What follows belongs to an exercise in optimizing a design on an open flow for small area; a production flow would make more cautious choices.
Only simulation tests tie the RTL to the original design; equivalence was not proved.
No activity file was given, so power comes from the tool's default toggle rates.

blue:
==> flow/design.v <==
package pong_pkg;
	typedef logic [10:0] coord_t;
	typedef logic [6:0] score_t;
	typedef struct packed
	{
		logic r;
		logic g;
		logic b;
	} rgb_t;
	typedef enum logic [1:0]
	{
		UP_RIGHT   = 2'd0,
		UP_LEFT    = 2'd1,
		DOWN_LEFT  = 2'd2,
		DOWN_RIGHT = 2'd3
	} dir_t;
	typedef struct packed
	{
		coord_t ball_row;
		coord_t ball_col;
		coord_t pad_col;
		logic   boost;
	} snapshot_t;
endpackage
`timescale 1ns/1ps
module pong_top
(
	input  logic   clk,
	input  logic   rst,
	input  logic   left,
	input  logic   right,
	input  logic   boost,
	input  logic [2:0] bg,
	output logic [2:0] rgb,
	output logic   hsync,
	output logic   vsync,
	output logic [6:0] score
);
	function automatic logic [11:0] add12(input logic [11:0] a, input logic [11:0] b, input logic ci);
		logic c;
		c = ci;
		for (int i = 0; i < 12; i++)
		begin
			add12[i] = a[i] ^ b[i] ^ c;
			c = (a[i] & b[i]) | (c & (a[i] ^ b[i]));
		end
	endfunction
	function automatic logic [11:0] inc12(input logic [11:0] a, input logic ci);
		logic c;
		c = ci;
		for (int i = 0; i < 12; i++)
		begin
			inc12[i] = a[i] ^ c;
			c = a[i] & c;
		end
	endfunction
	logic [10:0] hc;
	logic [9:0]  vc;
	logic        h_end, v_end;
	assign h_end = hc[10] & (&hc[3:0]);
	assign v_end = vc[9] & vc[7] & vc[4] & vc[3] & vc[0];
	always_ff @(posedge clk, posedge rst)
	begin
		if (rst)
		begin
			hc <= 11'd1039;
			vc <= 10'd665;
		end
		else
		begin
			hc <= 11'(inc12({1'b0, hc}, 1'b1)) & ~{h_end, 5'b0, h_end, 4'b0};
			vc <= 10'(inc12({2'b0, vc}, h_end)) & ~({1'b1, 1'b0, 1'b1, 2'b0, 2'b11, 1'b0, 1'b1, 1'b0} & {10{h_end && v_end}});
		end
	end
	assign hsync = !((hc >= 11'd919) && !h_end);
	assign vsync = !((vc >= 10'd659) && !v_end);
	logic [4:0] cl;
	logic [5:0] acc;
	logic       tick, lo_wrap, fast, offer;
	logic [6:0] score_n;
	logic [8:0] brow;
	logic [9:0] bcol, pcol;
	logic       up, rt;    
	logic       boost_s;   
	assign fast    = (score >= 7'd30);
	assign tick    = fast ? (cl[4] && cl[1]) : ((acc >= 6'd30) && (cl[3:0] == 4'd0));
	assign lo_wrap = (cl[3:0] == 4'd13);
	always_ff @(posedge clk, posedge rst)
	begin
		if (rst)
		begin
			cl    <= '0;
			acc   <= '0;
			offer <= 1'b1;    
		end
		else
		begin
			offer <= tick;
			cl    <= {cl[3:0], cl[4] ~^ cl[2]} & {5{!(tick || lo_wrap)}};
			acc   <= tick ? {1'b0, score_n[4:0]} : 6'(add12({6'b0, acc}, {10'b0, lo_wrap, lo_wrap}, 1'b0));
		end
	end
	logic        miss, hit, up_n, rt_n, s5, en_p, en_b, inc_s;
	logic [11:0] cd;
	assign cd  = add12({2'b0, bcol}, ~{2'b0, pcol}, 1'b1);
	assign hit = $signed(cd) >= -12'sd60 && $signed(cd) <= 12'sd60;
	always_comb
	begin
		up_n = up;
		rt_n = rt;
		miss = 1'b0;
		inc_s = 1'b0;
		if (brow <= 9'd126)
			up_n = 1'b0;
		else if (bcol <= 10'd164)
			rt_n = 1'b1;
		else if (bcol >= 10'd944)
			rt_n = 1'b0;
		else if ((brow[8:4] == 5'b11111) && brow[2] && brow[1])    
		begin
			if (hit)
			begin
				up_n  = 1'b1;
				inc_s = 1'b1;
			end
			else
				miss = 1'b1;
		end
	end
	assign score_n = (tick && miss) ? 7'd0
		: 7'(inc12({5'b0, score}, tick && inc_s && !(score[6] && score[5] && score[1] && score[0])));
	assign en_p = tick && (left ? !((pcol[9:8] == 2'b00) && (pcol[5:4] == 2'b00))
		: (right && !(pcol[9] && pcol[8] && pcol[7] && !pcol[0])));
	assign en_b = tick && !miss;
	assign s5   = up_n && boost;
	always_ff @(posedge clk, posedge rst)
	begin
		if (rst)
		begin
			brow  <= 9'd134;
			bcol  <= 10'd554;
			pcol  <= 10'd554;
			up    <= 1'b0;
			rt    <= 1'b1;
			score <= '0;
		end
		else
		begin
			pcol <= 10'(add12({2'b0, pcol}, {{7{en_p && left}}, en_p && !left, en_p && left, en_p}, 1'b0));
			brow <= (tick && miss) ? 9'd134
				: 9'(add12({3'b0, brow}, {{7{en_b && up_n}}, en_b && up_n && !boost, en_b && up_n, en_b}, 1'b0));
			bcol <= 10'(add12({2'b0, bcol}, {{8{en_b && !rt_n}}, en_b && !(rt_n ^ s5), en_b && !rt_n, en_b}, 1'b0));
			score <= score_n;
			if (tick)
			begin
				up <= up_n;
				rt <= rt_n;
			end
		end
	end
	logic boost_s_n;
	assign boost_s_n = offer ? (boost && up) : boost_s;
	always_ff @(posedge clk)
		boost_s <= boost_s_n;
	logic [8:0] s_brow;
	logic [9:0] s_bcol, s_pcol;
	logic       s_boost;
	logic       swap, started;
	assign swap = (hc[10] && (hc[3:0] == 4'b1101)
		&& vc[9] && vc[6] && vc[5] && !vc[4] && (vc[3:0] == 4'b1111)) || !started;
	always_ff @(posedge clk, posedge rst)
	begin
		if (rst)
			started <= 1'b0;
		else
			started <= 1'b1;
	end
	always_ff @(posedge clk)
	begin
		if (swap)
		begin
			s_brow  <= brow;
			s_bcol  <= bcol;
			s_pcol  <= pcol;
			s_boost <= boost_s_n;
		end
	end
	logic [11:0] eb, ep;
	logic [10:0] fr;
	logic        b_cols, p_cols, f_rows, ball, in_field;
	logic [6:0]  lo, hi;
	logic [2:0]  colour, bg_q;
	assign eb = add12({2'b0, s_bcol}, ~{1'b0, hc}, 1'b1);   
	assign ep = add12({2'b0, s_pcol}, ~{1'b0, hc}, 1'b1);   
	assign fr = 11'(add12({2'b0, vc}, ~{3'b0, s_brow}, 1'b1));   
	assign b_cols = !eb[11] && (eb[10:0] <= 11'd100);
	assign p_cols = !ep[11] && (ep[10:0] <= 11'd100);
	assign f_rows = !fr[10] && (fr[9:0] <= 10'd18);
	always_comb
	begin
		case (fr[4:0])
			5'd0, 5'd18:  begin lo = 7'd46; hi = 7'd54; end
			5'd1, 5'd17:  begin lo = 7'd45; hi = 7'd55; end
			5'd2, 5'd3, 5'd15, 5'd16:
			              begin lo = 7'd43; hi = 7'd57; end
			5'd4, 5'd14:  begin lo = 7'd42; hi = 7'd58; end
			default:      begin lo = 7'd41; hi = 7'd59; end
		endcase
	end
	assign ball     = f_rows && b_cols && (eb[6:0] >= lo) && (eb[6:0] <= hi);
	assign in_field = (hc >= 11'd104) && (hc <= 11'd904) && (vc >= 10'd23) && (vc <= 10'd623);
	always_comb
	begin
		if (ball)
			colour = s_boost ? 3'b110 : 3'b100;
		else if (p_cols && (vc >= 10'd513) && (vc <= 10'd533))
			colour = 3'b010;
		else if (b_cols && (vc >= 10'd113) && (vc <= 10'd133))
			colour = 3'b001;
		else if (in_field)
			colour = bg_q;
		else
			colour = 3'b000;
	end
	always_ff @(posedge clk)
		bg_q <= bg;
	assign rgb = colour;
endmodule
Settings: LEC_CHECK=0, CAP_MARGIN=20, CORE_MARGIN=2, CORE_UTILIZATION=40, SLEW_MARGIN=20; clock period 20.0 ns.
standard.sh (not shown) runs the stock make flow with config.mk's settings and CLKGATE_MAP_FILE= SYNTH_SCRIPT=/design/flow/synth_recipe.tcl, a recipe that flattens the netlist after the stock synthesis.
==> flow/flow/run.sh <==
#!/bin/bash
# Own layout flow: the standard flow (standard synthesis unchanged), with
#  - clock tree synthesis without dummy loads, on clkbuf_8 buffers
#  - input/output port buffers of the smallest size (buf_1); repair_design
#    still buffers the nets behind them
#  - ABC's buffers removed at floorplan instead of timing-driven upsizing
# Each tool's full output stays in ORFS's own logs under orfs/logs; make's
# output goes to flow_make.log here.
set -euo pipefail
export CTS_ARGS="-sink_clustering_enable -repair_clock_nets -dont_use_dummy_load -buf_list sky130_fd_sc_hd__clkbuf_8"
export BUFFER_PORTS_ARGS="-buffer_cell sky130_fd_sc_hd__buf_1"
export REMOVE_ABC_BUFFERS=1
bash standard.sh > flow_make.log 2>&1
The inputs of orange differ from those of blue as listed below.
-- flow/design.v --
<<< blue, line 69
		else
		begin
			hc <= 11'(inc12({1'b0, hc}, 1'b1)) & ~{h_end, 5'b0, h_end, 4'b0};
			vc <= 10'(inc12({2'b0, vc}, h_end)) & ~({1'b1, 1'b0, 1'b1, 2'b0, 2'b11, 1'b0, 1'b1, 1'b0} & {10{h_end && v_end}});
		end
	end
	assign hsync = !((hc >= 11'd919) && !h_end);
	assign vsync = !((vc >= 10'd659) && !v_end);
	logic [4:0] cl;
	logic [5:0] acc;
>>> orange, line 69
		else
		begin
			hc <= 11'(inc12({1'b0, hc}, 1'b1)) & {11{!h_end}};
			vc <= 10'(inc12({2'b0, vc}, h_end)) & {10{!(h_end && v_end)}};
		end
	end
	assign hsync = !((hc >= 11'd919) && (hc < 11'd1039));
	assign vsync = !((vc >= 10'd659) && (vc < 10'd665));
	logic [4:0] cl;
	logic [5:0] acc;
<<< blue, line 84
	logic       boost_s;   
	assign fast    = (score >= 7'd30);
	assign tick    = fast ? (cl[4] && cl[1]) : ((acc >= 6'd30) && (cl[3:0] == 4'd0));
	assign lo_wrap = (cl[3:0] == 4'd13);
	always_ff @(posedge clk, posedge rst)
	begin
>>> orange, line 84
	logic       boost_s;   
	assign fast    = (score >= 7'd30);
	assign tick    = fast ? (cl == 5'd18) : ((acc >= 6'd30) && (cl == 5'd0));
	assign lo_wrap = (cl == 5'd29);
	always_ff @(posedge clk, posedge rst)
	begin
<<< blue, line 117
		else if (bcol >= 10'd944)
			rt_n = 1'b0;
		else if ((brow[8:4] == 5'b11111) && brow[2] && brow[1])    
		begin
			if (hit)
>>> orange, line 117
		else if (bcol >= 10'd944)
			rt_n = 1'b0;
		else if (brow >= 9'd502)
		begin
			if (hit)
<<< blue, line 129
	end
	assign score_n = (tick && miss) ? 7'd0
		: 7'(inc12({5'b0, score}, tick && inc_s && !(score[6] && score[5] && score[1] && score[0])));
	assign en_p = tick && (left ? !((pcol[9:8] == 2'b00) && (pcol[5:4] == 2'b00))
		: (right && !(pcol[9] && pcol[8] && pcol[7] && !pcol[0])));
	assign en_b = tick && !miss;
	assign s5   = up_n && boost;
>>> orange, line 129
	end
	assign score_n = (tick && miss) ? 7'd0
		: 7'(inc12({5'b0, score}, tick && inc_s && (score != 7'd99)));
	assign en_p = tick && (left ? (pcol > 10'd204) : (right && (pcol < 10'd904)));
	assign en_b = tick && !miss;
	assign s5   = up_n && boost;
<<< blue, line 167
	logic       s_boost;
	logic       swap, started;
	assign swap = (hc[10] && (hc[3:0] == 4'b1101)
		&& vc[9] && vc[6] && vc[5] && !vc[4] && (vc[3:0] == 4'b1111)) || !started;
	always_ff @(posedge clk, posedge rst)
	begin
>>> orange, line 166
	logic       s_boost;
	logic       swap, started;
	assign swap = ((hc == 11'd1037) && (vc == 10'd623)) || !started;
	always_ff @(posedge clk, posedge rst)
	begin
Findings:
Both conditions hold for orange: the flow ran to the end and the final layout passed the timing, design-rule and antenna checks. | power | orange vs blue | 0.59% lower |. orange has number of tap instances above what blue had. orange ends up with lower xor/xnor share of the synthesized area than blue does. Largest fanout of any net on the critical path in orange vs blue: up 1. The number of cells produced by synthesis reported for orange is greater than that of blue by 31. Of blue and orange, orange shows the lower fraction of cell area in non-clock buffers, with blue above it. Comparing blue and orange, the higher worst hold slack is on blue. The combined area of the multi-input logic cells in orange sits 7.0% above the value recorded for blue. Switching power total down 2.2% in orange wrt blue. The clock network area share of orange and that of blue are within noise of each other. orange vs. blue: final non-filler cell total now larger; transition at the pin with the smallest max-transition slack now smaller; setup slack fell by 130 ps.

[what the ideal ports hide]
The flow's constraints put no driver on any port. The routed layouts listed below were extracted and timed again, unchanged, in two steps.
Step 1 (the two cells are an assumption about what drives the block):
set clk [get_ports {clk}]
set_driving_cell -lib_cell sky130_fd_sc_hd__clkbuf_16 $clk
set_driving_cell -lib_cell sky130_fd_sc_hd__buf_2 [delete_from_list [all_inputs] $clk]
Step 2 also shifts input and output timing later by t, the mid clock arrival at the registers, as if the neighbouring blocks saw the same clock.
Three values: ideal, step 1, step 2; two values: the first two.
run | shift t [ns] | setup WS [ns] | worst data-port slew with drivers (ns)
blue | 0.401 | 10.439 / 10.405 / 10.806 | 0.04
orange | 0.404 | 10.313 / 10.275 / 10.680 | 0.03
After both steps every run listed still meets setup and hold.
